Background: an optimization exercise with open tools, aiming at small area, a short achievable clock period and few clock cycles per item. Do not read the settings as production practice.
RTL that was checked went through simulation tests only; none was proved equivalent to the original.
For runs 5 to 7, only the layout was checked, not whether the RTL still works.
Power and IR drop assume default switching activity.

===== run.sh =====
#!/bin/bash
# synth_recipe.tcl (not shown) runs the flow's synth.tcl, then flattens the netlist and writes it again
# the make line also repeats each setting of config.mk as NAME=value (left out here)
make -C /OpenROAD-flow-scripts/flow DESIGN_CONFIG=/design/flow/config.mk WORK_HOME=/design/flow/orfs CLKGATE_MAP_FILE= SYNTH_SCRIPT=/design/flow/synth_recipe.tcl finish

===== config.mk =====
export PLATFORM = sky130hd
export DESIGN_NAME = axi_wr_slave
export DESIGN_NICKNAME = axi_wr_slave
export VERILOG_FILES = /design/flow/design.v
export SDC_FILE = /design/flow/constraint.sdc
export NUM_CORES = 4
export LEC_CHECK = 0
export CAP_MARGIN = 20
export CORE_MARGIN = 2
export CORE_UTILIZATION = 40
export SLEW_MARGIN = 20

===== constraint.sdc =====
create_clock -name core_clock -period 5.5 [get_ports {clk}]
set_input_delay 1.1000 -clock core_clock [delete_from_list [all_inputs] [get_ports {clk}]]
set_output_delay 1.1000 -clock core_clock [all_outputs]
set_load 0.01 [all_outputs]

===== design.v =====
`default_nettype none
package axi_wr_pkg;
    localparam int ADDR_W   = 32;
    localparam int DATA_W   = 32;
    localparam int STRB_W   = DATA_W / 8;
    localparam int ID_W     = 4;
    localparam int LEN_W    = 8;
    localparam int SIZE_W   = 3;
    localparam int MAX_SIZE = 2;
    localparam int PAGE_BIT = 12;
    localparam int AW_DEPTH = 4;
    localparam int W_DEPTH  = 16;
    localparam int B_DEPTH  = 4;
    localparam int AW_W  = ID_W + ADDR_W + LEN_W + SIZE_W + 2;
    localparam int W_W   = DATA_W + STRB_W + 1;
    localparam int B_W   = ID_W + 2;
    localparam int MEM_W = ID_W + ADDR_W + DATA_W + STRB_W + 1;
    typedef enum logic [1:0] {
        FIXED = 2'b00,
        INCR  = 2'b01,
        WRAP  = 2'b10,
        RSVD  = 2'b11
    } burst_e;
    typedef enum logic [1:0] {
        OKAY   = 2'b00,
        SLVERR = 2'b10
    } resp_e;
    typedef struct packed {
        logic [ID_W-1:0]   id;
        logic [ADDR_W-1:0] addr;
        logic [LEN_W-1:0]  len;
        logic [SIZE_W-1:0] size;
        burst_e            burst;
    } aw_cmd_t;
    typedef struct packed {
        logic [DATA_W-1:0] data;
        logic [STRB_W-1:0] strb;
        logic              last;
    } w_beat_t;
    typedef struct packed {
        logic [ID_W-1:0] id;
        resp_e           resp;
    } b_resp_t;
    typedef struct packed {
        logic [ID_W-1:0]   id;
        logic [ADDR_W-1:0] addr;
        logic [DATA_W-1:0] data;
        logic [STRB_W-1:0] strb;
        logic              last;
    } mem_wr_t;
endpackage
`default_nettype wire
`timescale 1ns/1ps
`default_nettype none
module sync_fifo #(
    parameter int WIDTH = 8,
    parameter int DEPTH = 4
) (
    input  wire logic             clk,
    input  wire logic             rst_n,
    input  wire logic             push,
    input  wire logic [WIDTH-1:0] din,
    output logic                  full,
    input  wire logic             pop,
    output logic      [WIDTH-1:0] dout,
    output logic                  empty
);
    logic [WIDTH-1:0]           mem [DEPTH];
    logic [$clog2(DEPTH)-1:0]   wr_ptr;
    logic [$clog2(DEPTH)-1:0]   rd_ptr;
    logic [$clog2(DEPTH+1)-1:0] count;
    logic                       do_push;
    logic                       do_pop;
    assign do_push = push && !full;
    assign do_pop  = pop && !empty;
    assign full  = (count == DEPTH);
    assign empty = (count == '0);
    assign dout  = mem[rd_ptr];
    always_ff @(posedge clk) begin
        if (do_push) begin
            mem[wr_ptr] <= din;
        end
    end
    always_ff @(posedge clk or negedge rst_n) begin
        if (!rst_n) begin
            wr_ptr <= '0;
            rd_ptr <= '0;
            count  <= '0;
        end else begin
            if (do_push) begin
                wr_ptr <= (wr_ptr == DEPTH - 1) ? '0 : wr_ptr + 1'b1;
            end
            if (do_pop) begin
                rd_ptr <= (rd_ptr == DEPTH - 1) ? '0 : rd_ptr + 1'b1;
            end
            case ({do_push, do_pop})
                2'b10:   count <= count + 1'b1;
                2'b01:   count <= count - 1'b1;
                default: count <= count;
            endcase
        end
    end
endmodule
`default_nettype wire
`timescale 1ns/1ps
`default_nettype none
module aw_decode (
    input  wire logic [axi_wr_pkg::SIZE_W-1:0]    size,
    input  wire logic [1:0]                       burst,
    input  wire logic [axi_wr_pkg::PAGE_BIT-1:0]  cur_addr,
    output logic      [axi_wr_pkg::PAGE_BIT-1:0]  nxt_addr,
    output logic                                  size_err
);
    logic [axi_wr_pkg::PAGE_BIT-1:0] aligned;
    logic [axi_wr_pkg::PAGE_BIT-1:0] incr;
    logic [axi_wr_pkg::PAGE_BIT:0]   sum;
    always_comb begin
        aligned = cur_addr & ({axi_wr_pkg::PAGE_BIT{1'b1}} << size);
        if (burst == axi_wr_pkg::FIXED) incr = '0;
        else                            incr = axi_wr_pkg::PAGE_BIT'(1) << size;
        sum = {1'b0, aligned} + {1'b0, incr};
        nxt_addr = sum[axi_wr_pkg::PAGE_BIT] ? cur_addr
                                             : sum[axi_wr_pkg::PAGE_BIT-1:0];
    end
    assign size_err = (size > axi_wr_pkg::SIZE_W'(axi_wr_pkg::MAX_SIZE));
endmodule
`default_nettype wire
`timescale 1ns/1ps
`default_nettype none
module burst_engine (
    input  wire logic                      clk,
    input  wire logic                      rst_n,
    input  wire axi_wr_pkg::aw_cmd_t       cmd,
    input  wire logic                      cmd_valid,
    output logic                           cmd_ready,
    input  wire axi_wr_pkg::w_beat_t       beat,
    input  wire logic                      beat_valid,
    output logic                           beat_ready,
    output axi_wr_pkg::mem_wr_t            mem,
    output logic                           mem_we,
    input  wire logic                      mem_ready,
    output logic                           resp_push,
    output logic                           resp_size_err,
    output logic [axi_wr_pkg::ID_W-1:0]    resp_id,
    input  wire logic                      resp_stall
);
    localparam int PB = axi_wr_pkg::PAGE_BIT;
    logic                           first_q;
    logic [axi_wr_pkg::LEN_W-1:0]   rem_q;
    logic [PB-1:0]                  addr_q;
    logic [PB-1:0]                  cur_addr;
    logic [PB-1:0]                  nxt_addr;
    logic                           last_beat;
    logic                           wr;
    assign last_beat = first_q ? (cmd.len == '0) : (rem_q == '0);
    assign cur_addr  = first_q ? cmd.addr[PB-1:0] : addr_q;
    aw_decode u_aw_decode (
        .size     (cmd.size),
        .burst    (cmd.burst),
        .cur_addr (cur_addr),
        .nxt_addr (nxt_addr),
        .size_err (resp_size_err)
    );
    assign mem_we     = cmd_valid && beat_valid && !(last_beat && resp_stall);
    assign wr         = mem_we && mem_ready;
    assign beat_ready = wr;
    assign cmd_ready  = wr && last_beat;
    assign resp_push  = cmd_ready;
    assign resp_id    = cmd.id;
    always_comb begin
        mem.id   = cmd.id;
        mem.addr = {cmd.addr[axi_wr_pkg::ADDR_W-1:PB], cur_addr};
        mem.data = beat.data;
        mem.strb = beat.strb;
        mem.last = beat.last;
    end
    always_ff @(posedge clk or negedge rst_n) begin
        if (!rst_n) begin
            first_q <= 1'b1;
        end else if (wr) begin
            first_q <= last_beat;
        end
    end
    always_ff @(posedge clk) begin
        if (wr) begin
            rem_q  <= (first_q ? cmd.len : rem_q) - 1'b1;
            addr_q <= nxt_addr;
        end
    end
endmodule
`default_nettype wire
`timescale 1ns/1ps
`default_nettype none
module wresp_gen (
    input  wire logic                        clk,
    input  wire logic                        rst_n,
    input  wire logic                        push,
    input  wire logic                        size_err,
    input  wire logic [axi_wr_pkg::ID_W-1:0] id,
    output logic                             stall,
    output axi_wr_pkg::b_resp_t              b,
    output logic                             b_valid,
    input  wire logic                        b_ready
);
    logic [axi_wr_pkg::ID_W-1:0] id_q;
    logic                        err_q;
    assign stall   = b_valid && !b_ready;
    assign b.id    = id_q;
    assign b.resp  = err_q ? axi_wr_pkg::SLVERR : axi_wr_pkg::OKAY;
    always_ff @(posedge clk or negedge rst_n) begin
        if (!rst_n) begin
            b_valid <= 1'b0;
        end else if (push) begin
            b_valid <= 1'b1;
        end else if (b_ready) begin
            b_valid <= 1'b0;
        end
    end
    always_ff @(posedge clk) begin
        if (push) begin
            id_q  <= id;
            err_q <= size_err;
        end
    end
endmodule
`default_nettype wire
`timescale 1ns/1ps
`default_nettype none
module axi_wr_slave (
    input  wire logic                  clk,
    input  wire logic                  rst_n,
    input  wire axi_wr_pkg::aw_cmd_t   aw,
    input  wire logic                  aw_valid,
    output logic                       aw_ready,
    input  wire axi_wr_pkg::w_beat_t   w,
    input  wire logic                  w_valid,
    output logic                       w_ready,
    output axi_wr_pkg::b_resp_t        b,
    output logic                       b_valid,
    input  wire logic                  b_ready,
    output axi_wr_pkg::mem_wr_t        mem,
    output logic                       mem_we,
    input  wire logic                  mem_ready
);
    logic                          resp_push;
    logic                          resp_size_err;
    logic [axi_wr_pkg::ID_W-1:0]   resp_id;
    logic                          resp_stall;
    burst_engine u_burst_engine (
        .clk           (clk),
        .rst_n         (rst_n),
        .cmd           (aw),
        .cmd_valid     (aw_valid),
        .cmd_ready     (aw_ready),
        .beat          (w),
        .beat_valid    (w_valid),
        .beat_ready    (w_ready),
        .mem           (mem),
        .mem_we        (mem_we),
        .mem_ready     (mem_ready),
        .resp_push     (resp_push),
        .resp_size_err (resp_size_err),
        .resp_id       (resp_id),
        .resp_stall    (resp_stall)
    );
    wresp_gen u_wresp_gen (
        .clk      (clk),
        .rst_n    (rst_n),
        .push     (resp_push),
        .size_err (resp_size_err),
        .id       (resp_id),
        .stall    (resp_stall),
        .b        (b),
        .b_valid  (b_valid),
        .b_ready  (b_ready)
    );
endmodule
`default_nettype wire

==> impl_metrics.csv, run 1 <==
group,metric,value,unit
run_status,status,"finished clean",
yosys,synth_warnings,3,
yosys,yosys.area.top_type,"edfxtp_1",
grt,grt_use_total,0.144,
route,dr.pass1.iters,4,
power,powerDensity,200,mW/mm^2
placed_design,portBuffers,59,
worst_setup_path,path_class,"input port to output port",
cts,clk_pin_slew_worst_paths,0.09,ns
yosys,synth-edff-count,25,
timing,worst_slew_pin_slew,0.817,ns
yosys,ys_ff_latch,27,
power,totalPowerFinal,543,uW
route,wl_met1,2200,um
yosys,ys.flop_type,"edfxtp_1",
placed_design,gp_congestion,0.801,
route,viasPerCell,5.05,
final_layout,fin_util,0.457,
route,remaining_drc_errors,0,
cts,post_cts_resized,0,
timing,relSlewSlack,0.455,
yosys,synth.most_common_cell,"buf_4",
route,wl_per_cell,14.5,um
floorplanning,fp.dieH,82.8,um
cts,numCtsBuffers,3,
placed_design,place_ws,0.798,ns
power,leakage,1.08,nW
timing,fin_crit,4.67,ns
worst_setup_path,crit_fanout,6,
yosys,async_flop_share,0.0741,
route,dr_wl_met2,2310,um
cts,cts_buffer_depth,2,
yosys,synthCells,271,
route,highest-signal-layer,"met4",
grt,grt_pass1_wl,7600,um
floorplanning,start_util,0.417,
grt,grt_pass1_vias,1660,
final_layout,instances_no_fill,340,
cts,cts_tree,"built",
timing,rsz0062_at_grt,"no",
timing,finalWorstSetupSlack,0.825,ns
worst_setup_path,crit_required,4.40,ns
final_layout,area_growth,9.68,%
yosys,synth_nets,373,
grt,antenna_found_initial,0,
final_layout,antenna_cells,0,
cts,post_cts_buffers,0,
power,ir_worst_vdd,0.113,mV
cts,ctsHoldBuffers,0,
route,ant_nets,0,
worst_setup_path,arrival,3.57,ns
cts,cts_root_buffer,"clkbuf_8",
cts,cts.sinks,27,
yosys,synth_area,0.00248,sq mm
timing,period_share,0.850,
yosys,synth_top_area_frac,0.303,
floorplanning,io-pin-count,175,
route,met3_length,311,um
route,drt_iter0_markers,79,
cts,htreeDepth,1,
timing,fin_skew,0.00886,ns
route,vias,1717,
floorplanning,die-area,0.00685,sq mm
placed_design,dp_hpwl,3860,um
worst_hold_path,hold_class,"flip-flop to flip-flop",
timing,tns,0,ns
worst_setup_path,end_kind,"output port",
yosys,netlist_top_cells_area,"edfxtp_1 30%, buf_4 19%, mux2i_1 7.7%",
timing,setup_violations,0,
yosys,synth_cell_types,48,
timing,fmax,214,MHz
timing,drv_slew,0,
grt,grt_overflow,0,
route,routed_wl,4940,um
yosys,yosysSeqAreaShare,0.323,
floorplanning,fp-row-count,28,
final_layout,drive_gt1_frac,0.0528,
grt,grt_max_degree,36,
floorplanning,core,0.00596,sq mm
final_layout,nets,368,
timing,finalHoldViolCount,0,
worst_setup_path,reg2reg_setup_slack,1.74,ns
worst_setup_path,cp-start-kind,"input port",
floorplanning,fp.dieW,82.8,um
yosys,syn_area_per_cell,9.16,sq um
flow_run,drv_cap,0,
cts,worstSkewPairLatency,0.28,ns
placed_design,placed_cells,336,
yosys,synth_common_cells,"63 x buf_4, 27 x nor2_1, 25 x edfxtp_1, 19 x mux2i_1, 16 x a21oi_1",
final_layout,fillers,583,
cell usage in the layout, fill, tap and decap left out, types with 3 or more instances in the layout:
cell / synthesis / final
or3_1: 3 / 3
mux2i_1: 19 / 19
a211oi_1: 3 / 3
ha_1: 9 / 9
nor3_1: 5 / 5
nor2b_1: 5 / 5
o21ai_0: 4 / 4
nand2_1: 8 / 8
nor2_1: 27 / 27
or3_4: 3 / 3
nand2b_1: 3 / 3
xnor2_1: 7 / 7
clkbuf_8: 0 / 3
clkdlybuf4s50_1: 0 / 59
xor2_1: 7 / 7
inv_1: 15 / 15
a21oi_1: 16 / 15
edfxtp_1: 25 / 25
o21ai_1: 6 / 6
o21a_1: 3 / 3
critical path, stage by stage:
cell,delay (ns)
clkdlybuf4s50_1,0.43
or3_1,0.42
nor3_1,0.30
nand3b_1,0.18
a21oi_4,0.23
and2_1,0.32
clkdlybuf4s50_1,0.59
state kept, by name, indices dropped and copies added (netlist names):
register                cells
u_wresp_gen.err_q           1
u_burst_engine.rem_q        8
u_burst_engine.first_q      1
u_wresp_gen.id_q            4
u_burst_engine.addr_q      12
u_wresp_gen.b_valid         1
layer usage:
| layer | up-vias | GRT usage |
|---|---|---|
| met5 | - | 0 |
| met4 | 0 | 0.0672 |
| met3 | 24 | 0.0228 |
| met2 | 58 | 0.240 |
| met1 | 770 | 0.183 |
| li1 | 865 | - |
cells by family after synthesis:
group / after synthesis / share of synthesized area
other cells: 1 / 0.00151
xor+xnor: 14 / 0.0494
buf+inv: 86 / 0.227
mux: 20 / 0.0812
flops: 27 / 0.323
compound gates: 50 / 0.136
fa+ha+maj: 10 / 0.0535
simple gates: 63 / 0.128
path summary, 6_finish.rpt:
path                                          from                  endpoint  cells after the start
setup reg to reg            u_burst_engine.first_q  u_burst_engine.addr_q[6]                      8
hold reg to reg            u_burst_engine.rem_q[0]   u_burst_engine.rem_q[0]                      1
min in group asynchronous                    rst_n       u_wresp_gen.b_valid                      1
hold / removal             u_burst_engine.rem_q[0]   u_burst_engine.rem_q[0]                      1
setup / recovery                             aw[7]                  aw_ready                      7
max in group asynchronous                    rst_n    u_burst_engine.first_q                      1
through the flow:
| step | hold slack (ns) | instance area [sq um] |
|---|---|---|
| global placement | 0.611 | 2670 |
| detailed placement | 0.635 | 2670 |
| CTS | 0.649 | 2720 |
| global route | 0.694 | 2720 |
| floorplan | 0.576 | 2480 |
| finish | 0.640 | 2720 |
power breakdown:
group	internal, mW	switching [mW]
Combinational	0.0924	0.0756
Sequential	0.239	0.0185
Clock	0.0514	0.0662
cell type report:
class / instances / area [sq um] / share of cell area
Inverter: 16 / 60.1 / 0.0221
Clock buffer: 3 / 41.3 / 0.0152
Multi-Input combinational cell: 158 / 1120 / 0.411
Sequential cell: 27 / 802 / 0.295
Timing Repair Buffer: 60 / 598 / 0.220
Tap cell: 75 / 93.8 / 0.0345
Clock inverter: 1 / 7.51 / 0.00276
Testbench counts, summed over its fixed seeds: cycles 14,390, beats 13,386.
==> run 2: changes to the inputs <==
--- a/config.mk
+++ b/config.mk
@@ -9,3 +9,4 @@
 export CORE_MARGIN = 2
 export CORE_UTILIZATION = 40
+export SETUP_SLACK_MARGIN = 3
 export SLEW_MARGIN = 20
==> run 2 against run 1 <==
  * Still clean
  * Non-clock buffer count rose by 72
  * Area after synthesis did not move
  * Maximum frequency rose by 33%
  * Sequential share of layout area fell by 7.9 points
  * Combinational power rose by 95%
  * Register-to-register slack improved by 0.69 ns
  * Synthesized cell count did not move
  * Clock power barely moved
  * Worst hold slack got worse by 0.018 ns
  * Clock skew fell by 0.0033 ns
  * Routed wire length rose by 48%
  * First-iteration DRC count rose by 13%
  * Largest cell class unchanged
==> impl_metrics.csv, run 2 <==
group,metric,value,unit
yosys,netlist_top_cells_area,"edfxtp_1 30%, buf_4 19%, mux2i_1 7.7%",
grt,antenna_found_initial,0,
route,dr.pass1.iters,4,
yosys,synth_common_cells,"63 x buf_4, 27 x nor2_1, 25 x edfxtp_1, 19 x mux2i_1, 16 x a21oi_1",
grt,grt_pass1_wl,10300,um
power,powerDensity,185,mW/mm^2
placed_design,portBuffers,59,
worst_setup_path,worstRegToRegCells,14,
yosys,synth_warnings,3,
worst_setup_path,rr_endpoint,"u_burst_engine.addr_q[5]",
grt,grt_pass1_vias,2163,
final_layout,largest_register,"u_burst_engine.addr_q",
worst_setup_path,cpMaxStageDelayCell,"or3_4",
floorplanning,io-pin-count,175,
yosys,synthCells,271,
worst_setup_path,critical-path-max-stage-delay,0.39,ns
cts,cts_root_buffer,"clkbuf_8",
yosys,synth-edff-count,25,
timing,relSlewSlack,0.432,
cts,numCtsBuffers,3,
grt,grt_use_total,0.201,
timing,finalWorstSetupSlack,1.98,ns
floorplanning,start_util,0.417,
grt,grt_max_degree,18,
yosys,yosysSeqAreaShare,0.323,
cts,clk_pin_slew_worst_paths,0.10,ns
cts,htreeDepth,1,
worst_setup_path,crit_fanout,3,
final_layout,drive_gt1_frac,0.569,
yosys,synth_cell_types,48,
timing,worst_slew_pin_slew,0.847,ns
final_layout,final_cell_mix,"48 x buf_4, 45 x buf_6, 25 x edfxtp_1",
timing,fin_skew,0.00557,ns
worst_setup_path,end_kind,"output port",
worst_setup_path,crit_chain,"buf_6 -> or3_4 -> nor3_4 -> nand3b_1 -> a21oi_4 -> buf_6 -> a21oi_2 -> buf_2",
placed_design,dp_hpwl,3990,um
yosys,synth.most_common_cell,"buf_4",
placed_design,dpl-instance-area,0.00282,sq mm
route,remaining_drc_errors,0,
floorplanning,core,0.00596,sq mm
final_layout,nets,442,
timing,tns,0,ns
power,ir_worst_vdd,0.112,mV
power,leakage,1.58,nW
route,viasPerCell,5.26,
timing,setup_violations,0,
route,vias,2178,
flow_run,drv_cap,0,
timing,period_share,0.639,
cts,cts.sinks,27,
yosys,synth_top_area_frac,0.303,
yosys,yosys.area.top_type,"edfxtp_1",
final_layout,largest_reg_flops,12,
placed_design,gp_congestion,0.774,
worst_setup_path,crit_required,4.40,ns
yosys,synth_area,0.00248,sq mm
timing,rsz0062_at_grt,"yes",
worst_hold_path,hold_class,"flip-flop to flip-flop",
timing,fmax,284,MHz
final_layout,fillers,483,
yosys,ys.flop_type,"edfxtp_1",
timing,fin_crit,3.52,ns
final_layout,stdcell_area,0.00374,sq mm
final_layout,area_growth,50.6,%
cts,worstSkewPairLatency,0.28,ns
floorplanning,fp.dieH,82.8,um
worst_hold_path,hold_depth,1,
grt,grt_overflow,0,
timing,drv_slew,0,
worst_setup_path,reg2reg_from,"u_burst_engine.first_q",
yosys,syn_area_per_cell,9.16,sq um
final_layout,reg.largest.list,"u_burst_engine.addr_q x12, u_burst_engine.rem_q x8, u_wresp_gen.id_q x4",
worst_setup_path,cp_common_cell,"buf_6",
yosys,synth_nets,373,
run_status,status,"finished clean",
cts,ctsHoldBuffers,0,
cts,cts_tree,"built",
worst_hold_path,min_to,"u_burst_engine.rem_q[0]",
route,drt_iter0_markers,89,
route,routed_wl,7290,um
worst_setup_path,arrival,2.42,ns
power,totalPowerFinal,693,uW
final_layout,final_common_cell,"buf_4",
worst_setup_path,cp-start-kind,"input port",
floorplanning,fp-row-count,28,
worst_setup_path,path_class,"input port to output port",
floorplanning,fp.dieW,82.8,um
final_layout,seqCellArea,806,sq um
route,wl_per_cell,17.6,um
route,ant_nets,0,
floorplanning,die-area,0.00685,sq mm
worst_setup_path,reg2reg_setup_slack,2.43,ns
yosys,async_flop_share,0.0741,
yosys,ys_ff_latch,27,
timing,finalHoldViolCount,0,
worst_hold_path,hp-start,"u_burst_engine.rem_q[0]",
timing,timing.hold.ws,0.623,ns
final_layout,multi_input_area,0.00152,sq mm
placed_design,place_ws,0.987,ns
final_layout,antenna_cells,0,
cts,cts_buffer_depth,2,
run 2: worst max-delay path by stage:
stage                 from  slack, ns  cells after the start        to
finish               aw[5]       1.98                      8    mem_we
global route         aw[5]       1.93                      8    mem_we
CTS                  aw[5]       1.88                      8    mem_we
detailed placement  aw[10]       0.99                      6   w_ready
global placement    aw[10]       1.03                      6   w_ready
floorplan            aw[7]       2.21                      5  aw_ready
run 2: timing repair:
action,CTS,global route
resized for setup,239,39
pin swaps,27,25
setup endpoints to repair,59,52
buffers inserted,66,7
gates cloned,2,0
run 2: where the power goes:
part	switching (mW)	internal [mW]	leakage [nW]	total (mW)
Clock	0.0675	0.0515	0.0217	0.119
Combinational	0.145	0.183	1.30	0.328
Sequential	0.00666	0.240	0.255	0.246
Total	0.219	0.474	1.58	0.693
run 2: logic make-up (layout without fill, tap and decap cells):
logic type | count (synthesis) | count (layout) | synth area share
multiplexers | 20 | 20 | 0.0812
adder cells (fa/ha/maj) | 10 | 10 | 0.0535
XOR/XNOR | 14 | 14 | 0.0494
flip-flops | 27 | 27 | 0.323
other | 1 | 1 | 0.00151
AO/OA/AOI/OAI | 50 | 52 | 0.136
AND/OR/NAND/NOR | 63 | 63 | 0.128
buffers and inverters | 86 | 152 | 0.227
run 2: critical path, delay by kind of cell:
family,cells,cell delay [ns]
compound gates,2,0.26
simple gates,3,0.68
buf+inv,3,0.37
run 2: cell type report:
class,instances,share of cell area
Clock buffer,3,0.0110
Clock inverter,1,0.00201
Inverter,16,0.0161
Multi-Input combinational cell,160,0.406
Sequential cell,27,0.216
Tap cell,75,0.0251
Timing Repair Buffer,132,0.324
run 2: metal layers:
layer | track usage | part of all wire
met2 | 0.340 | 0.52
met5 | 0 | 0
met1 | 0.251 | 0.39
met4 | 0.0984 | 0.026
met3 | 0.0293 | 0.060
run 2: through the flow:
stage / util / std cells
after detailed placement: 0.474 / 335
final: 0.628 / 414
after CTS: 0.594 / 407
after floorplan: - / 271
after global placement: 0.474 / 335
after global routing: 0.628 / 414
==> run 3: changes to the inputs <==
--- a/config.mk
+++ b/config.mk
@@ -9,4 +9,4 @@
 export CORE_MARGIN = 2
 export CORE_UTILIZATION = 40
-export SETUP_SLACK_MARGIN = 3
+export SETUP_SLACK_MARGIN = 2
 export SLEW_MARGIN = 20
==> run 3 against run 2 <==
  * Non-clock buffer count decreased by 59
  * Design area shrank 21%
  * Core utilization decreased by 13 points
  * Routed wire length is 29% lower
  * Count of clock-buffer cells in the layout stayed put
  * Sequential share of layout area is 5.9 points higher
  * Worst setup slack better by 0.029 ns
  * Sequential cell count did not move
==> impl_metrics.csv, run 3 <==
group,metric,value,unit
power,swShare,0.299,
worst_setup_path,arrival,2.39,ns
timing,drv_slew,0,
yosys,async_flop_share,0.0741,
final_layout,fin_util,0.493,
yosys,synth.most_common_cell,"buf_4",
yosys,synth_area,0.00248,sq mm
cts,cts_tree,"built",
yosys,synthCells,271,
power,p_switching,166,uW
worst_setup_path,reg2reg_setup_slack,2.40,ns
yosys,synth_top_family_by_area,"buffers and inverters",
cts,cts_buffer_depth,2,
cts,clk_pin_slew_worst_paths,0.09,ns
worst_setup_path,crit_fanout,3,
worst_setup_path,cp-start-kind,"input port",
worst_hold_path,hp-start,"u_burst_engine.rem_q[0]",
yosys,synth_top_area_frac,0.303,
timing,timing.hold.ws,0.629,ns
yosys,yosysSeqAreaShare,0.323,
yosys,synth_cell_types,48,
cts,worstSkewPairLatency,0.28,ns
run_status,status,"finished clean",
yosys,synth_compound_area_frac,0.136,
timing,rsz0062_at_grt,"yes",
final_layout,reg.largest.list,"u_burst_engine.addr_q x12, u_burst_engine.rem_q x8, u_wresp_gen.id_q x4",
final_layout,antenna_cells,0,
power,p_clk_frac,0.210,
final_layout,final_common_cell,"clkdlybuf4s50_1",
floorplanning,core,0.00596,sq mm
placed_design,portBuffers,59,
power,p_int,388,uW
grt,grt_max_degree,36,
worst_setup_path,critical-path-max-stage-delay,0.48,ns
placed_design,gp_congestion,0.826,
worst_setup_path,rr_endpoint,"u_burst_engine.addr_q[4]",
final_layout,nets,381,
final_layout,largest_register,"u_burst_engine.addr_q",
yosys,synth_xor_area_frac,0.0494,
worst_setup_path,crit_required,4.40,ns
power,ir_worst_vdd,0.0927,mV
floorplanning,die-area,0.00685,sq mm
route,routed_wl,5210,um
yosys,netlist_top_cells_area,"edfxtp_1 30%, buf_4 19%, mux2i_1 7.7%",
cts,cts_root_buffer,"clkbuf_8",
timing,setup_violations,0,
flow_run,drv_cap,0,
final_layout,drive_gt1_frac,0.176,
grt,grt_use_total,0.151,
cts,htreeDepth,1,
worst_setup_path,setup.worst_path.end,"mem[46]",
worst_setup_path,path_class,"input port to output port",
worst_setup_path,reg2reg_from,"u_burst_engine.first_q",
timing,relSlewSlack,0.629,
route,drt_iter0_markers,91,
timing,fin_crit,3.49,ns
route,remaining_drc_errors,0,
worst_setup_path,cpMaxStageDelayCell,"clkdlybuf4s50_1",
timing,fin_skew,0.00701,ns
route,vias,1806,
timing,fmax,287,MHz
power,leakage,1.23,nW
grt,grt_pass1_wl,7760,um
yosys,synth_common_cells,"63 x buf_4, 27 x nor2_1, 25 x edfxtp_1, 19 x mux2i_1, 16 x a21oi_1",
yosys,synth-edff-count,25,
worst_setup_path,end_kind,"output port",
cts,cts.sinks,27,
worst_setup_path,worstRegToRegCells,8,
yosys,ys.flop_type,"edfxtp_1",
worst_setup_path,startpoint,"aw[22]",
timing,finalHoldViolCount,0,
worst_setup_path,cp_common_cell,"clkdlybuf4s50_1",
yosys,syn_area_per_cell,9.16,sq um
power,totalPowerFinal,554,uW
timing,worst_slew_pin_slew,0.553,ns
grt,grt_pass1_vias,1722,
floorplanning,io-pin-count,175,
yosys,synth_nets,373,
worst_setup_path,crit_chain,"clkdlybuf4s50_1 -> mux2i_1 -> inv_1 -> clkdlybuf4s50_1",
final_layout,largest_reg_flops,12,
timing,tns,0,ns
yosys,synthAdderAreaFrac,0.0535,
yosys,synth_mux_area_frac,0.0812,
cts,ctsHoldBuffers,0,
final_layout,final_cell_mix,"45 x clkdlybuf4s50_1, 27 x nor2_1, 25 x edfxtp_1",
final_layout,area_growth,18.5,%
timing,period_share,0.634,
floorplanning,fp.dieW,82.8,um
timing,finalWorstSetupSlack,2.01,ns
floorplanning,start_util,0.417,
route,dr.pass1.iters,5,
cts,numCtsBuffers,3,
grt,grt_overflow,0,
yosys,yosys.area.top_type,"edfxtp_1",
floorplanning,fp-row-count,28,
placed_design,place_ws,0.787,ns
route,wl_per_cell,14.7,um
floorplanning,fp.dieH,82.8,um
worst_hold_path,hold_class,"flip-flop to flip-flop",
power,pwr-share-comb,0.322,
yosys,synth_warnings,3,
yosys,ys_ff_latch,27,
route,viasPerCell,5.12,
placed_design,dp_hpwl,3850,um
power,seqPwrFrac,0.468,
yosys,yosys.area_share.simple,0.128,
power,powerDensity,188,mW/mm^2
route,ant_nets,0,
grt,antenna_found_initial,0,
==> run 3: cell count changes in the layout (fill, tap and decap cells not counted), sizes merged <==
cell,before,now
buf,114,20
o221ai,2,1
dlygate4sd2,1,4
clkdlybuf4s15,1,0
dlymetal6s2s,1,4
clkbuf,4,3
a21oi,18,17
clkdlybuf4s50,14,45
==> run 3: through the flow <==
| stage | cell area [sq um] | cells |
|---|---|---|
| global placement | 2670 | 336 |
| detailed placement | 2670 | 336 |
| floorplan | 2480 | 271 |
| global route | 2940 | 353 |
| CTS | 2830 | 348 |
| finish | 2940 | 353 |
==> run 3: cell families after synthesis <==
logic type | Yosys count
simple gates | 63
other cells | 1
flops | 27
xor+xnor | 14
fa+ha+maj | 10
compound gates | 50
buf+inv | 86
mux | 20
==> run 3: area by class of cell <==
type,count,area [sq um]
multi-input combinational,158,1220
clock inverter,1,7.51
tap,75,93.8
sequential,27,806
fill,581,3020
timing repair buffer,73,712
inverter,16,60.1
clock buffer,3,41.3
==> run 3: how the worst min path moves through the flow <==
stage | endpoint | slack (ns) | cells past startpoint
floorplan | u_burst_engine.rem_q[0] | 0.58 | 1
CTS | u_burst_engine.rem_q[0] | 0.64 | 1
global route | u_burst_engine.rem_q[0] | 0.67 | 1
detailed placement | u_burst_engine.rem_q[0] | 0.62 | 1
global placement | u_burst_engine.rem_q[0] | 0.61 | 1
finish | u_burst_engine.rem_q[0] | 0.63 | 1
==> run 3: worst max-delay path, delay by kind of cell <==
kind / cells / cell delay, ns
buffers and inverters: 3 / 0.99
muxes: 1 / 0.29
==> run 3: metal layers <==
| layer | up-vias | part of all wire | wire length, um | track usage |
|---|---|---|---|---|
| met5 | - | 0 | 0 | 0 |
| met4 | 0 | 0.035 | 182 | 0.0984 |
| met3 | 27 | 0.061 | 316 | 0.0217 |
| met2 | 56 | 0.47 | 2450 | 0.252 |
| met1 | 833 | 0.43 | 2260 | 0.180 |
| li1 | 890 | - | - | - |
==> run 3: what timing repair did <==
item                                    4_1_cts  5_1_grt
pin swaps                                     6        6
resized for setup                            43       18
endpoints found under the setup margin       18       25
buffers inserted                              8        5
==> run 3: power by group through the flow <==
stage          registers [mW]  clock network [mW]  logic [mW]
2_1_floorplan           0.246                   0       0.157
3_5_place_dp            0.262                   0       0.170
5_1_grt                 0.262               0.132       0.197
3_3_place_gp            0.261                   0       0.168
4_1_cts                 0.257               0.121       0.173
6_report                0.259               0.116       0.178
==> run 4: changes to the inputs <==
==> flow/run.sh (new file) <==
#!/bin/bash
export BUFFER_PORTS_ARGS="-buffer_cell sky130_fd_sc_hd__buf_2"
bash standard.sh > standard.log 2>&1
==> standard.sh (new file) <==
#!/bin/bash
# synth_recipe.tcl (not shown) runs the flow's synth.tcl, then flattens the netlist and writes it again
# the make line also repeats each setting of config.mk as NAME=value (left out here)
make -C /OpenROAD-flow-scripts/flow DESIGN_CONFIG=/design/flow/config.mk WORK_HOME=/design/flow/orfs CLKGATE_MAP_FILE= SYNTH_SCRIPT=/design/flow/synth_recipe.tcl "${@:-finish}"
removed: run.sh
==> run 4 against run 3 <==
  * First-iteration DRC count shrank 36%
  * Sequential share of layout area grew 3.8 points
  * Clock power shrank 6%
  * Still clean on timing, DRC and antenna
  * Area after synthesis is the same
  * Global-route usage shrank 0.79 points
  * Die area is the same
  * Sequential power is essentially flat
  * Power shrank 6.5%
  * Combinational power shrank 16%
  * Largest cell class unchanged
==> impl_metrics.csv, run 4 <==
group,metric,value,unit
yosys,syn_area_per_cell,9.16,sq um
timing,rsz0062_at_grt,"yes",
worst_setup_path,arrival,2.48,ns
run_status,status,"finished clean",
power,ir_worst_vdd,0.0984,mV
final_layout,final_cell_mix,"58 x buf_2, 27 x nor2_1, 25 x edfxtp_1",
route,remaining_drc_errors,0,
worst_setup_path,crit_fanout,3,
route,dr.pass1.iters,4,
cts,cts_buffer_depth,2,
timing,drv_slew,0,
yosys,synth_common_cells,"63 x buf_4, 27 x nor2_1, 25 x edfxtp_1, 19 x mux2i_1, 16 x a21oi_1",
route,highest-signal-layer,"met4",
route,wl_met1,2110,um
cts,worstSkewPairLatency,0.27,ns
floorplanning,start_util,0.417,
worst_setup_path,end_kind,"output port",
worst_hold_path,hold_class,"input port to asynchronous set/reset pin",
grt,grt_pass1_vias,1672,
yosys,netlist_top_cells_area,"edfxtp_1 30%, buf_4 19%, mux2i_1 7.7%",
placed_design,placed_cells,336,
placed_design,portBuffers,59,
worst_setup_path,crit_buf_inv,4,
yosys,async_flop_share,0.0741,
worst_setup_path,cp-start-kind,"input port",
yosys,synth_cell_types,48,
floorplanning,fp.dieW,82.8,um
final_layout,antenna_cells,0,
cts,htreeDepth,1,
yosys,ys_ff_latch,27,
cts,cts.sinks,27,
yosys,synth-edff-count,25,
timing,finalHoldViolCount,0,
yosys,synthCells,271,
power,p_clk_frac,0.211,
route,wl_per_cell,14.5,um
power,pwr-share-comb,0.290,
grt,grt_overflow,0,
flow_run,drv_cap,0,
timing,fin_crit,3.58,ns
final_layout,reg.largest.list,"u_burst_engine.addr_q x12, u_burst_engine.rem_q x8, u_wresp_gen.id_q x4",
floorplanning,fp-row-count,28,
final_layout,area_growth,3.93,%
timing,setup_violations,0,
cts,cts_root_buffer,"clkbuf_8",
floorplanning,fp.dieH,82.8,um
placed_design,gp_congestion,0.844,
yosys,synth.most_common_cell,"buf_4",
worst_setup_path,critical-path-max-stage-delay,0.39,ns
cts,numCtsBuffers,3,
timing,period_share,0.651,
floorplanning,core,0.00596,sq mm
worst_setup_path,path_class,"input port to output port",
floorplanning,io-pin-count,175,
power,p_int,362,uW
yosys,synth_nets,373,
route,routed_wl,5080,um
placed_design,dp_hpwl,3750,um
final_layout,instances_no_fill,351,
power,powerDensity,201,mW/mm^2
yosys,yosysSeqAreaShare,0.323,
grt,antenna_found_initial,0,
power,leakage,1.17,nW
timing,timing.hold.ws,0.598,ns
timing,tns,0,ns
cts,cts_tree,"built",
worst_setup_path,crit_chain,"buf_6 -> or3_4 -> nor3_4 -> nand3b_1 -> a21oi_4 -> buf_6 -> buf_6 -> a21oi_2 -> buf_2",
grt,grt_pass1_wl,7450,um
floorplanning,die-area,0.00685,sq mm
yosys,synth_top_area_frac,0.303,
timing,relSlewSlack,0.529,
timing,worst_slew_pin_slew,0.702,ns
timing,fmax,279,MHz
power,p_switching,156,uW
route,ant_nets,0,
cts,clk_pin_slew_worst_paths,0.08,ns
yosys,yosys.area.top_type,"edfxtp_1",
route,dr_wl_met2,2450,um
worst_setup_path,cpLargestDelayFamily,"simple AND/OR/NAND/NOR gates",
route,viasPerCell,5.08,
yosys,synth_warnings,3,
grt,grt_max_degree,36,
power,totalPowerFinal,518,uW
worst_setup_path,cpMaxStageDelayCell,"or3_4",
final_layout,drive_gt1_frac,0.319,
final_layout,largest_register,"u_burst_engine.addr_q",
worst_setup_path,crit_required,4.40,ns
worst_setup_path,cp_common_cell,"buf_6",
route,vias,1782,
power,seqPwrFrac,0.499,
final_layout,largest_reg_flops,12,
power,swShare,0.301,
timing,fin_skew,0.00114,ns
grt,grt_use_total,0.143,
yosys,ys.flop_type,"edfxtp_1",
route,met3_length,359,um
final_layout,final_common_cell,"buf_2",
route,drt_iter0_markers,58,
yosys,synth_area,0.00248,sq mm
final_layout,nets,379,
## run 4: cell counts after synthesis
No cell type changed its count.
## run 4: per-layer routing
metal,global-route usage,vias up
li1,-,890
met1,0.163,807
met2,0.250,63
met3,0.0283,22
met4,0.0787,0
met5,0,-
## run 4: worst paths after layout
| kind | slack (ns) | cells after the start | startpoint | to |
|---|---|---|---|---|
| max in group asynchronous | 4.72 | 1 | rst_n | u_burst_engine.first_q |
| setup / recovery | 1.92 | 9 | aw[6] | mem_we |
| setup reg to reg | 2.19 | 8 | u_burst_engine.first_q | u_burst_engine.addr_q[6] |
| hold / removal | 0.60 | 1 | rst_n | u_wresp_gen.b_valid |
| hold reg to reg | 0.62 | 1 | u_burst_engine.rem_q[0] | u_burst_engine.rem_q[0] |
| min in group core_clock | 0.62 | 1 | u_burst_engine.rem_q[0] | u_burst_engine.rem_q[0] |
## run 4: kinds of logic (layout without fill, tap and decap cells)
kind of cell	after synthesis	after routing	synth area share
buffers and inverters	86	90	0.227
AO/OA/AOI/OAI	50	51	0.136
AND/OR/NAND/NOR	63	63	0.128
multiplexers	20	20	0.0812
other	1	1	0.00151
adder cells (fa/ha/maj)	10	10	0.0535
XOR/XNOR	14	14	0.0494
flip-flops	27	27	0.323
## run 4: stage by stage
step | area [sq um] | util | setup WS [ns]
floorplan | 2480 | - | 2.00
global placement | 2380 | 0.399 | 1.57
detailed placement | 2380 | 0.399 | 1.56
CTS | 2530 | 0.426 | 1.82
global route | 2580 | 0.433 | 1.85
finish | 2580 | 0.433 | 1.92
## run 4: area by class of cell
cell class,count,area [sq um]
clock buffer,4,45.0
tap,75,93.8
multi-input combinational,159,1170
inverter,16,60.1
fill,605,3380
timing repair buffer,70,399
sequential,27,806
## run 4: power by group through the flow
stage          logic (mW)  clock network, mW  registers [mW]
2_1_floorplan       0.157                  0           0.246
3_3_place_gp        0.142                  0           0.262
3_5_place_dp        0.144                  0           0.262
4_1_cts             0.148              0.113           0.258
5_1_grt             0.169              0.122           0.260
6_report            0.150              0.109           0.258
## run 4: timing repair
action | CTS | global route
pin swaps | 3 | 4
cloned | 1 | 1
endpoints found under the setup margin | 13 | 12
gates resized for setup | 12 | 4
hold buffers | 0 | 0
buffers inserted | 7 | 2
hold endpoints to repair | 0 | 0
==> run 5: changes to the inputs <==
--- a/design.v
+++ b/design.v
@@ -143,16 +143,19 @@
     output logic                           resp_size_err,
     output logic [axi_wr_pkg::ID_W-1:0]    resp_id,
+    input  wire logic                      resp_full,
     input  wire logic                      resp_stall
 );
     localparam int PB = axi_wr_pkg::PAGE_BIT;
     logic                           first_q;
+    logic                           close_q;
+    logic                           last_q;
     logic [axi_wr_pkg::LEN_W-1:0]   rem_q;
     logic [PB-1:0]                  addr_q;
     logic [PB-1:0]                  cur_addr;
     logic [PB-1:0]                  nxt_addr;
-    logic                           last_beat;
+    logic [axi_wr_pkg::LEN_W-1:0]   rem_nxt;
+    logic                           ends;
     logic                           wr;
-    assign last_beat = first_q ? (cmd.len == '0) : (rem_q == '0);
-    assign cur_addr  = first_q ? cmd.addr[PB-1:0] : addr_q;
+    assign cur_addr = first_q ? cmd.addr[PB-1:0] : addr_q;
     aw_decode u_aw_decode (
         .size     (cmd.size),
@@ -162,9 +165,12 @@
         .size_err (resp_size_err)
     );
-    assign mem_we     = cmd_valid && beat_valid && !(last_beat && resp_stall);
+    assign mem_we     = cmd_valid && beat_valid && !close_q &&
+                        !(last_q && resp_full && resp_stall);
     assign wr         = mem_we && mem_ready;
     assign beat_ready = wr;
-    assign cmd_ready  = wr && last_beat;
-    assign resp_push  = cmd_ready;
+    assign ends       = close_q ? (cmd_valid && !(resp_full && resp_stall))
+                                : (wr && last_q);
+    assign cmd_ready  = ends;
+    assign resp_push  = ends;
     assign resp_id    = cmd.id;
     always_comb begin
@@ -175,14 +181,25 @@
         mem.last = beat.last;
     end
+    assign rem_nxt = (first_q ? cmd.len : rem_q) - 1'b1;
     always_ff @(posedge clk or negedge rst_n) begin
         if (!rst_n) begin
             first_q <= 1'b1;
-        end else if (wr) begin
-            first_q <= last_beat;
+            close_q <= 1'b0;
+            last_q  <= 1'b0;
+        end else begin
+            if (ends) begin
+                first_q <= 1'b1;
+                close_q <= 1'b0;
+                last_q  <= 1'b0;
+            end else if (wr) begin
+                first_q <= 1'b0;
+                close_q <= first_q && (cmd.len == '0);
+                last_q  <= first_q ? (cmd.len == 8'd1) : (rem_q == 8'd1);
+            end
         end
     end
     always_ff @(posedge clk) begin
         if (wr) begin
-            rem_q  <= (first_q ? cmd.len : rem_q) - 1'b1;
+            rem_q  <= rem_nxt;
             addr_q <= nxt_addr;
         end
@@ -198,4 +215,5 @@
     input  wire logic                        size_err,
     input  wire logic [axi_wr_pkg::ID_W-1:0] id,
+    output logic                             full,
     output logic                             stall,
     output axi_wr_pkg::b_resp_t              b,
@@ -205,5 +223,6 @@
     logic [axi_wr_pkg::ID_W-1:0] id_q;
     logic                        err_q;
-    assign stall   = b_valid && !b_ready;
+    assign full    = b_valid;
+    assign stall   = !b_ready;
     assign b.id    = id_q;
     assign b.resp  = err_q ? axi_wr_pkg::SLVERR : axi_wr_pkg::OKAY;
@@ -246,4 +265,5 @@
     logic                          resp_size_err;
     logic [axi_wr_pkg::ID_W-1:0]   resp_id;
+    logic                          resp_full;
     logic                          resp_stall;
     burst_engine u_burst_engine (
@@ -262,4 +282,5 @@
         .resp_size_err (resp_size_err),
         .resp_id       (resp_id),
+        .resp_full     (resp_full),
         .resp_stall    (resp_stall)
     );
@@ -270,4 +291,5 @@
         .size_err (resp_size_err),
         .id       (resp_id),
+        .full     (resp_full),
         .stall    (resp_stall),
         .b        (b),
--- a/config.mk
+++ b/config.mk
@@ -9,4 +9,4 @@
 export CORE_MARGIN = 2
 export CORE_UTILIZATION = 40
-export SETUP_SLACK_MARGIN = 2
+export SETUP_SLACK_MARGIN = 3
 export SLEW_MARGIN = 20
==> run 5 against run 4 <==
  * Design area is 31% higher
  * Clock power is 56% higher
  * Synthesized cell count is 3.0% higher
  * Die area is 7.3% higher
  * Global-route usage is 2.8 points higher
  * Still clean
  * Critical path depth is 1 higher
  * Sequential power is 26% higher
  * Largest cell class unchanged
  * Highest routed layer unchanged
==> impl_metrics.csv, run 5 <==
group,metric,value,unit
worst_setup_path,end_kind,"flip-flop",
timing,drv_slew,0,
cts,clk_pin_slew_worst_paths,0.06,ns
timing,finalHoldViolCount,0,
timing,period_share,0.550,
yosys,async_flop_share,0.138,
final_layout,antenna_cells,0,
final_layout,drive_gt1_frac,0.495,
cts,cts_tree,"built",
placed_design,dp_hpwl,4180,um
worst_setup_path,crit_fanout,3,
run_status,status,"finished clean",
route,wl_per_cell,16.3,um
cts,numCtsBuffers,5,
power,totalPowerFinal,1.16,mW
grt,grt_most_used_layer,"met2",
worst_setup_path,crit_required,5.53,ns
yosys,ys.flop_type,"edfxtp_1",
yosys,synth_top_area_frac,0.281,
yosys,syn_area_per_cell,9.58,sq um
worst_setup_path,worstRegToRegCells,9,
timing,tns,0,ns
floorplanning,fp.dieH,85.7,um
power,seqPwrFrac,0.281,
grt,met2_usage,0.298,
yosys,ys_ff_latch,29,
yosys,netlist_top_cells_area,"edfxtp_1 28%, buf_4 18%, mux2i_1 7.5%",
power,p_int,739,uW
worst_setup_path,path_class,"input port to flip-flop",
cts,cts_buffer_depth,2,
cts,cts.sinks,29,
worst_hold_path,min_to,"u_wresp_gen.b_valid",
worst_setup_path,startpoint,"aw[13]",
worst_hold_path,hp-start,"u_wresp_gen.b_valid",
flow_run,drv_cap,0,
worst_setup_path,reg2reg_from,"u_burst_engine.first_q",
cts,worstSkewPairLatency,0.28,ns
yosys,synth_cell_types,52,
floorplanning,die-area,0.00735,sq mm
final_layout,multi_input_area,0.00151,sq mm
final_layout,final_cell_mix,"41 x buf_2, 30 x buf_4, 25 x edfxtp_1",
grt,grt_max_degree,17,
route,viasPerCell,5.34,
grt,grt_pass1_vias,2024,
worst_hold_path,hold_class,"flip-flop to flip-flop",
yosys,synth_nets,382,
floorplanning,fp.dieW,85.7,um
yosys,synth_area,0.00267,sq mm
final_layout,seqCellArea,856,sq um
grt,grt_use_total,0.171,
final_layout,largest_reg_flops,12,
floorplanning,io-pin-count,175,
worst_setup_path,reg2reg_setup_slack,2.59,ns
yosys,synth_common_cells,"64 x buf_4, 25 x edfxtp_1, 20 x mux2i_1, 19 x inv_1, 18 x nor2_1",
floorplanning,fp-row-count,29,
floorplanning,start_util,0.416,
worst_setup_path,arrival,3.06,ns
power,swShare,0.363,
route,drt_iter0_markers,112,
timing,fin_skew,0.00364,ns
route,dr.pass1.iters,27,
route,routed_wl,6440,um
worst_setup_path,rr_endpoint,"u_burst_engine.addr_q[0]",
placed_design,portBuffers,59,
grt,antenna_found_initial,0,
yosys,yosysSeqAreaShare,0.319,
cts,ctsHoldBuffers,0,
final_layout,nets,419,
power,pwr-share-comb,0.572,
cts,cts_root_buffer,"clkbuf_8",
power,leakage,1.48,nW
placed_design,gp_congestion,0.769,
yosys,synthCells,279,
route,remaining_drc_errors,0,
route,vias,2103,
timing,rsz0062_at_grt,"yes",
final_layout,fillers,582,
power,powerDensity,344,mW/mm^2
worst_hold_path,hold_depth,2,
yosys,synth.most_common_cell,"buf_4",
grt,grt_overflow,0,
power,p_clk_frac,0.147,
yosys,synth_warnings,3,
yosys,synth-edff-count,25,
floorplanning,core,0.00642,sq mm
timing,fin_crit,3.02,ns
power,ir_worst_vdd,0.110,mV
timing,fmax,331,MHz
cts,htreeDepth,2,
final_layout,reg.largest.list,"u_burst_engine.addr_q x12, u_burst_engine.rem_q x8, u_wresp_gen.id_q x4",
grt,grt_pass1_wl,9890,um
grt,use_met3,0.0289,
final_layout,final_common_cell,"buf_2",
timing,setup_violations,0,
grt,grt_util_met1,0.207,
final_layout,area_growth,26.2,%
worst_setup_path,cp-start-kind,"input port",
final_layout,largest_register,"u_burst_engine.addr_q",
route,ant_nets,0,
yosys,yosys.area.top_type,"edfxtp_1",
power,p_switching,422,uW
-- run 5: changes by cell type after synthesis, sizes merged, moves of 4 or more --
cell / previous run / this run
nor2: 27 / 18
a21oi: 17 / 9
mux2: 1 / 6
o211ai: 1 / 6
or3: 6 / 1
nand2b: 3 / 7
nor2b: 5 / 1
nor3: 5 / 9
-- run 5: worst max-delay path, stage by stage --
cell and delay [ns]:
buf_6 0.07, mux2_4 0.15, nor4b_4 0.20, ha_2 0.23, inv_2 0.04, fa_2 0.34, nand2b_4 0.16, a211oi_4 0.28
o21a_4 0.19, mux2_4 0.29
-- run 5: worst max path at each step --
stage / end / cells after the start / slack [ns]
detailed placement: u_burst_engine.addr_q[0] / 9 / 1.81
global placement: w_ready / 5 / 1.92
CTS: u_burst_engine.addr_q[0] / 10 / 2.50
global route: u_burst_engine.addr_q[0] / 10 / 2.41
floorplan: u_burst_engine.addr_q[0] / 10 / 2.06
finish: u_burst_engine.addr_q[0] / 10 / 2.48
-- run 5: logic make-up (layout without fill, tap and decap cells) --
family,after synthesis,after routing,share of synthesized area
buffers and inverters,88,126,0.222
AND/OR/NAND/NOR,64,64,0.130
AO/OA/AOI/OAI,49,49,0.132
flip-flops,29,29,0.319
multiplexers,28,28,0.112
adder cells (fa/ha/maj),11,11,0.0543
XOR/XNOR,9,9,0.0295
other,1,1,0.00140
-- run 5: metrics by stage --
step	utilization	worst slack (ns)	hold slack, ns	cells	instance area, sq um
floorplan	-	2.06	0.561	279	2800
global placement	0.412	1.92	0.536	346	2650
global route	0.525	2.41	0.599	394	3370
detailed placement	0.412	1.81	0.534	346	2650
finish	0.525	2.48	0.567	394	3370
CTS	0.492	2.50	0.551	379	3160
-- run 5: metal layers --
layer | vias up | share of wire
met5 | - | 0
met4 | 0 | 0.023
met3 | 21 | 0.058
met2 | 83 | 0.51
met1 | 1012 | 0.41
li1 | 987 | -
-- run 5: timing repair --
action,CTS,global route
gates cloned,1,0
pin swaps,12,8
endpoints found under the setup margin,28,38
resized for setup,49,24
setup buffers,24,15
endpoints found under the hold margin,0,0
-- run 5: cell type report --
cell class / count / share of cell area
multi-input combinational: 162 / 0.447
sequential: 29 / 0.254
timing repair buffer: 98 / 0.221
tap: 77 / 0.0286
inverter: 19 / 0.0223
clock buffer: 6 / 0.0215
clock inverter: 2 / 0.00297
timing repair inverter: 1 / 0.00223
-- run 5: power groups by stage --
stage | Sequential (mW) | Combinational [mW] | Clock, mW
3_3_place_gp | 0.364 | 0.401 | 0
5_1_grt | 0.329 | 0.716 | 0.184
3_5_place_dp | 0.365 | 0.404 | 0
6_report | 0.326 | 0.664 | 0.170
2_1_floorplan | 0.313 | 0.420 | 0
4_1_cts | 0.328 | 0.601 | 0.175
==> run 6: changes to the inputs <==
--- a/config.mk
+++ b/config.mk
@@ -9,4 +9,4 @@
 export CORE_MARGIN = 2
 export CORE_UTILIZATION = 40
-export SETUP_SLACK_MARGIN = 3
+export SETUP_SLACK_MARGIN = 2
 export SLEW_MARGIN = 20
==> run 6 against run 5 <==
  * Global-route usage decreased by 2.9 points
  * Clock power increased by 56%
  * Worst hold slack got worse by 0.023 ns
  * Register-to-register slack got worse by 0.32 ns
  * Largest power group unchanged
  * Critical endpoint unchanged
  * Design area decreased by 19%
  * Sequential power increased by 3%
  * Via count decreased by 11%
  * Final cell count decreased by 9.4%
  * Critical path type unchanged
==> impl_metrics.csv, run 6 <==
group,metric,value,unit
floorplanning,die-area,0.00735,sq mm
placed_design,dp_hpwl,4070,um
timing,rsz0062_at_grt,"no",
yosys,synth_cell_types,52,
timing,setup_violations,0,
flow_run,drv_cap,0,
worst_setup_path,reg2reg_from,"u_burst_engine.first_q",
floorplanning,fp-row-count,29,
worst_hold_path,hp-start,"u_wresp_gen.b_valid",
route,ant_nets,0,
final_layout,drive_gt1_frac,0.314,
final_layout,final_common_cell,"buf_2",
floorplanning,core,0.00642,sq mm
floorplanning,start_util,0.416,
final_layout,final_cell_mix,"59 x buf_2, 25 x edfxtp_1, 20 x mux2i_1",
worst_setup_path,cpLargestDelayFamily,"compound AO/OA/AOI/OAI gates",
worst_hold_path,hold_depth,2,
timing,relSlewSlack,0.605,
route,vias,1882,
yosys,yosysSeqAreaShare,0.319,
power,powerDensity,370,mW/mm^2
timing,tns,0,ns
yosys,ys_ff_latch,29,
route,dr.pass1.iters,28,
cts,htreeDepth,2,
grt,grt_overflow,0,
route,drt_iter0_markers,91,
final_layout,largest_reg_flops,12,
timing,fin_crit,3.33,ns
grt,grt_pass1_vias,1823,
grt,grt_pass1_wl,8380,um
timing,finalHoldViolCount,0,
power,totalPowerFinal,1.01,mW
yosys,yosys.area.top_type,"edfxtp_1",
cts,cts.sinks,29,
run_status,status,"finished clean",
yosys,synth_area,0.00267,sq mm
yosys,synth_common_cells,"64 x buf_4, 25 x edfxtp_1, 20 x mux2i_1, 19 x inv_1, 18 x nor2_1",
worst_setup_path,cp-start-kind,"input port",
yosys,synthCells,279,
cts,worstSkewPairLatency,0.28,ns
grt,grt_max_degree,34,
route,routed_wl,5170,um
grt,grt_use_total,0.142,
grt,met2_usage,0.232,
worst_setup_path,critical-path-max-stage-delay,0.39,ns
grt,antenna_found_initial,0,
worst_setup_path,crit_buf_inv,2,
grt,grt_most_used_layer,"met2",
worst_hold_path,hold_class,"flip-flop to flip-flop",
yosys,synth-edff-count,25,
worst_setup_path,crit_chain,"buf_2 -> o21bai_1 -> nor3_1 -> ha_1 -> inv_1 -> fa_1 -> nand2b_4 -> a211oi_4 -> o21a_4 -> mux2_4",
yosys,synth_nets,382,
grt,grt_util_met1,0.180,
worst_setup_path,crit_required,5.53,ns
worst_setup_path,crit_fanout,9,
route,wl_per_cell,14.5,um
yosys,netlist_top_cells_area,"edfxtp_1 28%, buf_4 18%, mux2i_1 7.5%",
cts,numCtsBuffers,5,
worst_setup_path,path_class,"input port to flip-flop",
cts,ctsHoldBuffers,0,
floorplanning,fp.dieH,85.7,um
timing,fin_skew,0.00718,ns
yosys,syn_area_per_cell,9.58,sq um
floorplanning,io-pin-count,175,
worst_setup_path,reg2reg_setup_slack,2.27,ns
worst_setup_path,worstRegToRegCells,9,
timing,timing.hold.ws,0.544,ns
cts,cts_buffer_depth,2,
worst_setup_path,arrival,3.37,ns
power,leakage,1.23,nW
worst_setup_path,cpMaxStageDelayCell,"fa_1",
power,ir_worst_vdd,0.126,mV
final_layout,largest_register,"u_burst_engine.addr_q",
final_layout,area_growth,1.78,%
cts,clk_pin_slew_worst_paths,0.07,ns
placed_design,gp_congestion,0.850,
yosys,synth_top_area_frac,0.281,
timing,drv_slew,0,
route,viasPerCell,5.27,
worst_hold_path,min_to,"u_wresp_gen.b_valid",
timing,period_share,0.606,
placed_design,portBuffers,59,
yosys,synth_warnings,3,
timing,worst_slew_pin_slew,0.589,ns
final_layout,nets,382,
route,remaining_drc_errors,0,
yosys,async_flop_share,0.138,
yosys,ys.flop_type,"edfxtp_1",
yosys,synth.most_common_cell,"buf_4",
timing,fmax,300,MHz
grt,use_met3,0.0318,
cts,cts_tree,"built",
cts,cts_root_buffer,"clkbuf_8",
worst_setup_path,rr_endpoint,"u_burst_engine.addr_q[0]",
final_layout,reg.largest.list,"u_burst_engine.addr_q x12, u_burst_engine.rem_q x8, u_wresp_gen.id_q x4",
floorplanning,fp.dieW,85.7,um
final_layout,antenna_cells,0,
worst_setup_path,end_kind,"flip-flop",
run 6: cell count changes in the layout (fill, tap and decap cells not counted), moves of 4 or more:
| cell | change |
|---|---|
| mux2i_4 | -7 |
| buf_6 | -23 |
| buf_4 | -28 |
| inv_1 | +4 |
| mux2_2 | +5 |
| mux2i_1 | +5 |
| buf_2 | +18 |
| mux2_4 | -5 |
run 6: area by class of cell:
class                           instances  area [sq um]
Fill cell                             647          3700
Sequential cell                        29           856
Clock buffer                            5          68.8
Multi-Input combinational cell        162          1240
Tap cell                               77          96.3
Inverter                               19          71.3
Timing Repair Buffer                   62           322
Clock inverter                          3          65.1
run 6: cell families (layout without fill, tap and decap cells):
family | after synthesis | count (layout) | synth area share
buf+inv | 88 | 89 | 0.222
flops | 29 | 29 | 0.319
other cells | 1 | 1 | 0.00140
compound gates | 49 | 49 | 0.132
fa+ha+maj | 11 | 11 | 0.0543
simple gates | 64 | 64 | 0.130
xor+xnor | 9 | 9 | 0.0295
mux | 28 | 28 | 0.112
run 6: report_power, final:
group / leakage [nW] / internal, mW / switching (mW)
Combinational: 0.886 / 0.188 / 0.215
Clock: 0.0681 / 0.180 / 0.0858
Sequential: 0.280 / 0.294 / 0.0425
Total: 1.23 / 0.662 / 0.343
run 6: repair_timing:
item / 4_1_cts / 5_1_grt
buffers inserted: 0 / 1
pin swaps: 0 / 1
endpoints found under the setup margin: 1 / 1
gates resized for setup: 1 / 0
run 6: routing by layer:
layer | vias up | share of wire | routed length [um]
met5 | - | 0 | 0
met4 | 0 | 0.010 | 53
met3 | 10 | 0.069 | 357
met2 | 75 | 0.48 | 2460
met1 | 876 | 0.45 | 2300
li1 | 921 | - | -
run 6: worst min-delay path, delay by kind of cell (launching register included):
| family | cells | cell delay [ns] |
|---|---|---|
| flops | 1 | 0.36 |
| simple gates | 2 | 0.15 |
run 6: how the worst max path moves through the flow:
stage / from / to / slack [ns] / cells past startpoint
after floorplan: aw[4] / u_burst_engine.addr_q[0] / 2.00 / 10
after global placement: aw[4] / u_burst_engine.addr_q[0] / 1.89 / 10
after detailed placement: aw[4] / u_burst_engine.addr_q[0] / 1.82 / 10
after CTS: u_burst_engine.first_q / u_burst_engine.addr_q[0] / 2.12 / 9
after global routing: aw[4] / u_burst_engine.addr_q[0] / 2.02 / 10
final: aw[4] / u_burst_engine.addr_q[0] / 2.17 / 10
run 6: stage by stage:
stage,utilization,cell area (sq um),std cells,worst slack (ns)
after detailed placement,0.400,2570,348,1.82
after global placement,0.400,2570,348,1.89
final,0.424,2720,357,2.17
after global routing,0.424,2720,357,2.02
after floorplan,-,2690,279,2.00
after CTS,0.422,2710,356,2.12
==> run 7: changes to the inputs <==
--- a/design.v
+++ b/design.v
@@ -109,17 +109,27 @@
     input  wire logic [1:0]                       burst,
     input  wire logic [axi_wr_pkg::PAGE_BIT-1:0]  cur_addr,
-    output logic      [axi_wr_pkg::PAGE_BIT-1:0]  nxt_addr,
+    output logic      [axi_wr_pkg::PAGE_BIT-1:0]  sum_addr,
+    output logic                                  carry,
     output logic                                  size_err
 );
-    logic [axi_wr_pkg::PAGE_BIT-1:0] aligned;
-    logic [axi_wr_pkg::PAGE_BIT-1:0] incr;
-    logic [axi_wr_pkg::PAGE_BIT:0]   sum;
+    localparam int PB = axi_wr_pkg::PAGE_BIT;
+    logic [PB-1:0] low;      
+    logic [PB-1:0] ones;     
+    logic [PB:0]   run;      
+    logic          step;     
     always_comb begin
-        aligned = cur_addr & ({axi_wr_pkg::PAGE_BIT{1'b1}} << size);
-        if (burst == axi_wr_pkg::FIXED) incr = '0;
-        else                            incr = axi_wr_pkg::PAGE_BIT'(1) << size;
-        sum = {1'b0, aligned} + {1'b0, incr};
-        nxt_addr = sum[axi_wr_pkg::PAGE_BIT] ? cur_addr
-                                             : sum[axi_wr_pkg::PAGE_BIT-1:0];
+        for (int i = 0; i < PB; i++) begin
+            low[i] = (axi_wr_pkg::SIZE_W'(i) < size) && (i < 8);
+        end
+        ones = cur_addr | low;
+        run[0] = 1'b1;
+        for (int i = 0; i < PB; i++) begin
+            run[i+1] = run[i] && ones[i];
+        end
+        step = (burst != axi_wr_pkg::FIXED);
+        for (int i = 0; i < PB; i++) begin
+            sum_addr[i] = !low[i] && (cur_addr[i] ^ (step && run[i]));
+        end
+        carry = step && run[PB];
     end
     assign size_err = (size > axi_wr_pkg::SIZE_W'(axi_wr_pkg::MAX_SIZE));
@@ -151,16 +161,20 @@
     logic                           last_q;
     logic [axi_wr_pkg::LEN_W-1:0]   rem_q;
+    logic                           stay_q;
     logic [PB-1:0]                  addr_q;
+    logic                           use_cmd;
     logic [PB-1:0]                  cur_addr;
-    logic [PB-1:0]                  nxt_addr;
-    logic [axi_wr_pkg::LEN_W-1:0]   rem_nxt;
+    logic [PB-1:0]                  sum_addr;
+    logic                           carry;
     logic                           ends;
     logic                           wr;
-    assign cur_addr = first_q ? cmd.addr[PB-1:0] : addr_q;
+    assign use_cmd  = first_q || stay_q;
+    assign cur_addr = use_cmd ? cmd.addr[PB-1:0] : addr_q;
     aw_decode u_aw_decode (
         .size     (cmd.size),
         .burst    (cmd.burst),
         .cur_addr (cur_addr),
-        .nxt_addr (nxt_addr),
+        .sum_addr (sum_addr),
+        .carry    (carry),
         .size_err (resp_size_err)
     );
@@ -181,5 +195,4 @@
         mem.last = beat.last;
     end
-    assign rem_nxt = (first_q ? cmd.len : rem_q) - 1'b1;
     always_ff @(posedge clk or negedge rst_n) begin
         if (!rst_n) begin
@@ -194,6 +207,6 @@
             end else if (wr) begin
                 first_q <= 1'b0;
-                close_q <= first_q && (cmd.len == '0);
-                last_q  <= first_q ? (cmd.len == 8'd1) : (rem_q == 8'd1);
+                close_q <= first_q && (cmd.len == 8'd0);
+                last_q  <= first_q ? (cmd.len == 8'd1) : (rem_q == 8'd2);
             end
         end
@@ -201,6 +214,11 @@
     always_ff @(posedge clk) begin
         if (wr) begin
-            rem_q  <= rem_nxt;
-            addr_q <= nxt_addr;
+            rem_q <= first_q ? cmd.len : rem_q - 1'b1;
+        end
+        if (wr && first_q) begin
+            stay_q <= carry;
+        end
+        if (wr && !carry) begin
+            addr_q <= sum_addr;
         end
     end
--- a/config.mk
+++ b/config.mk
@@ -9,4 +9,4 @@
 export CORE_MARGIN = 2
 export CORE_UTILIZATION = 40
-export SETUP_SLACK_MARGIN = 2
+export SETUP_SLACK_MARGIN = 2.6
 export SLEW_MARGIN = 20
==> run 7 against run 6 <==
  * Combinational power is 26% lower
  * Via count fell by 13%
  * Routed wire length decreased by 11%
  * Critical path type is now input port to output port
  * Largest cell class unchanged
==> impl_metrics.csv, run 7 <==
group,metric,value,unit
run_status,status,"finished clean",
yosys,async_flop_share,0.133,
worst_setup_path,cp-start-kind,"input port",
timing,fin_skew,0.00261,ns
grt,grt_use_total,0.143,
grt,grt_pass1_vias,1567,
worst_setup_path,reg2reg_from,"u_burst_engine.first_q",
route,routed_wl,4610,um
worst_setup_path,cpMaxStageDelayCell,"a211oi_4",
power,leakage,1.02,nW
timing,finalWorstSetupSlack,2.55,ns
power,powerDensity,331,mW/mm^2
worst_setup_path,crit_fanout,4,
yosys,synthCells,239,
timing,drv_slew,0,
cts,cts.sinks,30,
cts,ctsHoldBuffers,0,
yosys,synth_area,0.00233,sq mm
cts,worstSkewPairLatency,0.28,ns
grt,grt_max_degree,30,
yosys,synth_top_area_frac,0.335,
grt,grt_overflow,0,
grt,antenna_found_initial,0,
placed_design,dp_hpwl,3250,um
floorplanning,io-pin-count,175,
worst_setup_path,worstRegToRegCells,6,
placed_design,place_ws,2.22,ns
final_layout,nets,338,
cts,clk_pin_slew_worst_paths,0.06,ns
floorplanning,start_util,0.418,
yosys,synth_cell_types,53,
worst_setup_path,rr_endpoint,"u_burst_engine.addr_q[3]",
flow_run,drv_cap,0,
worst_setup_path,startpoint,"b_ready",
route,viasPerCell,5.18,
floorplanning,die-area,0.00645,sq mm
yosys,yosysSeqAreaShare,0.378,
floorplanning,fp.dieW,80.3,um
route,remaining_drc_errors,0,
worst_setup_path,crit_chain,"buf_6 -> nor2b_4 -> a211oi_4 -> nand2_4 -> o21ai_4 -> buf_6",
timing,setup_violations,0,
final_layout,reg.largest.list,"u_burst_engine.addr_q x12, u_burst_engine.rem_q x8, u_wresp_gen.id_q x4",
cts,numCtsBuffers,5,
final_layout,largest_reg_flops,12,
route,drt_iter0_markers,19,
worst_setup_path,reg2reg_setup_slack,2.86,ns
power,ir_worst_vdd,0.162,mV
cts,htreeDepth,2,
worst_setup_path,crit_required,4.40,ns
worst_setup_path,critical-path-max-stage-delay,0.25,ns
floorplanning,fp.dieH,80.3,um
timing,tns,0,ns
cts,cts_buffer_depth,2,
final_layout,drive_gt1_frac,0.408,
yosys,synth.most_common_cell,"buf_4",
yosys,synth-edff-count,26,
timing,fin_crit,2.95,ns
timing,fmax,339,MHz
yosys,ys.flop_type,"edfxtp_1",
route,ant_nets,0,
yosys,synth_nets,333,
worst_setup_path,arrival,1.85,ns
worst_setup_path,setup.worst_path.end,"aw_ready",
route,dr.pass1.iters,4,
placed_design,gp_congestion,0.739,
yosys,yosys.area.top_type,"edfxtp_1",
yosys,synth_common_cells,"64 x buf_4, 26 x edfxtp_1, 14 x nand2_1, 14 x nor2_1",
grt,grt_pass1_wl,7180,um
floorplanning,fp-row-count,27,
yosys,netlist_top_cells_area,"edfxtp_1 33%, buf_4 21%, dfrtp_1 3.2%",
worst_setup_path,cp_common_cell,"buf_6",
[run 7: cell types whose count changed in the layout (fill, tap and decap cells not counted), sizes merged, moves of 5 or more]
cell,before,now
mux2i,22,4
inv,19,8
ha,10,2
nand2,7,14
buf,62,68
o211ai,6,0
a21oi,9,4
nand2b,7,2
[run 7: per-layer routing]
layer,track usage,vias to the layer above,wire [um]
li1,-,791,-
met1,0.169,773,1920
met2,0.245,61,2250
met3,0.0506,17,353
met4,0.0407,0,85
met5,0,-,0
[run 7: per-stage QoR]
stage	hold WS [ns]	area, sq um	cells	utilization
after floorplan	0.574	2370	239	-
after global placement	0.618	2240	299	0.402
after detailed placement	0.626	2240	299	0.402
after CTS	0.609	2430	315	0.435
after global routing	0.603	2450	317	0.440
final	0.617	2450	317	0.440
[run 7: worst min path at each step]
stage | endpoint | cells past startpoint
global placement | u_burst_engine.rem_q[0] | 1
floorplan | u_burst_engine.rem_q[0] | 1
global route | u_burst_engine.close_q | 1
detailed placement | u_burst_engine.last_q | 2
CTS | u_burst_engine.close_q | 1
finish | u_burst_engine.close_q | 1
[run 7: final cells by class]
cell class | count | area, sq um
multi-input combinational | 130 | 968
tap | 72 | 90.1
fill | 544 | 3120
timing repair buffer | 68 | 382
clock inverter | 1 | 5.00
sequential | 30 | 886
clock buffer | 7 | 86.3
inverter | 9 | 37.5
[run 7: timing repair]
action / CTS / global route
resized for setup: 7 / 3
pin swaps: 5 / 0
cloned: 1 / 0
setup buffers: 7 / 2
endpoints found under the setup margin: 24 / 9
[run 7: kinds of logic after synthesis]
group           synth area share
compound gates             0.150
xor+xnor                  0.0451
fa+ha+maj                 0.0107
buf+inv                    0.236
flops                      0.378
mux                       0.0317
other cells              0.00161
simple gates               0.146
[run 7: worst max-delay path, delay by kind of cell]
kind,cells,cell delay [ns]
buf+inv,2,0.20
simple gates,2,0.15
compound gates,2,0.40
[run 7: where the power goes]
part	internal (mW)	switching (mW)	total (mW)
Clock	0.101	0.0828	0.184
Sequential	0.297	0.0354	0.332
Combinational	0.134	0.163	0.298

Check on run 7: ideal ports give 2.551 ns setup slack; a clkbuf_16 on the clock port and buf_2 on the inputs give 2.507 ns; moving port delays by the midpoint clock arrival (0.297 ns) as well gives 2.507 ns.
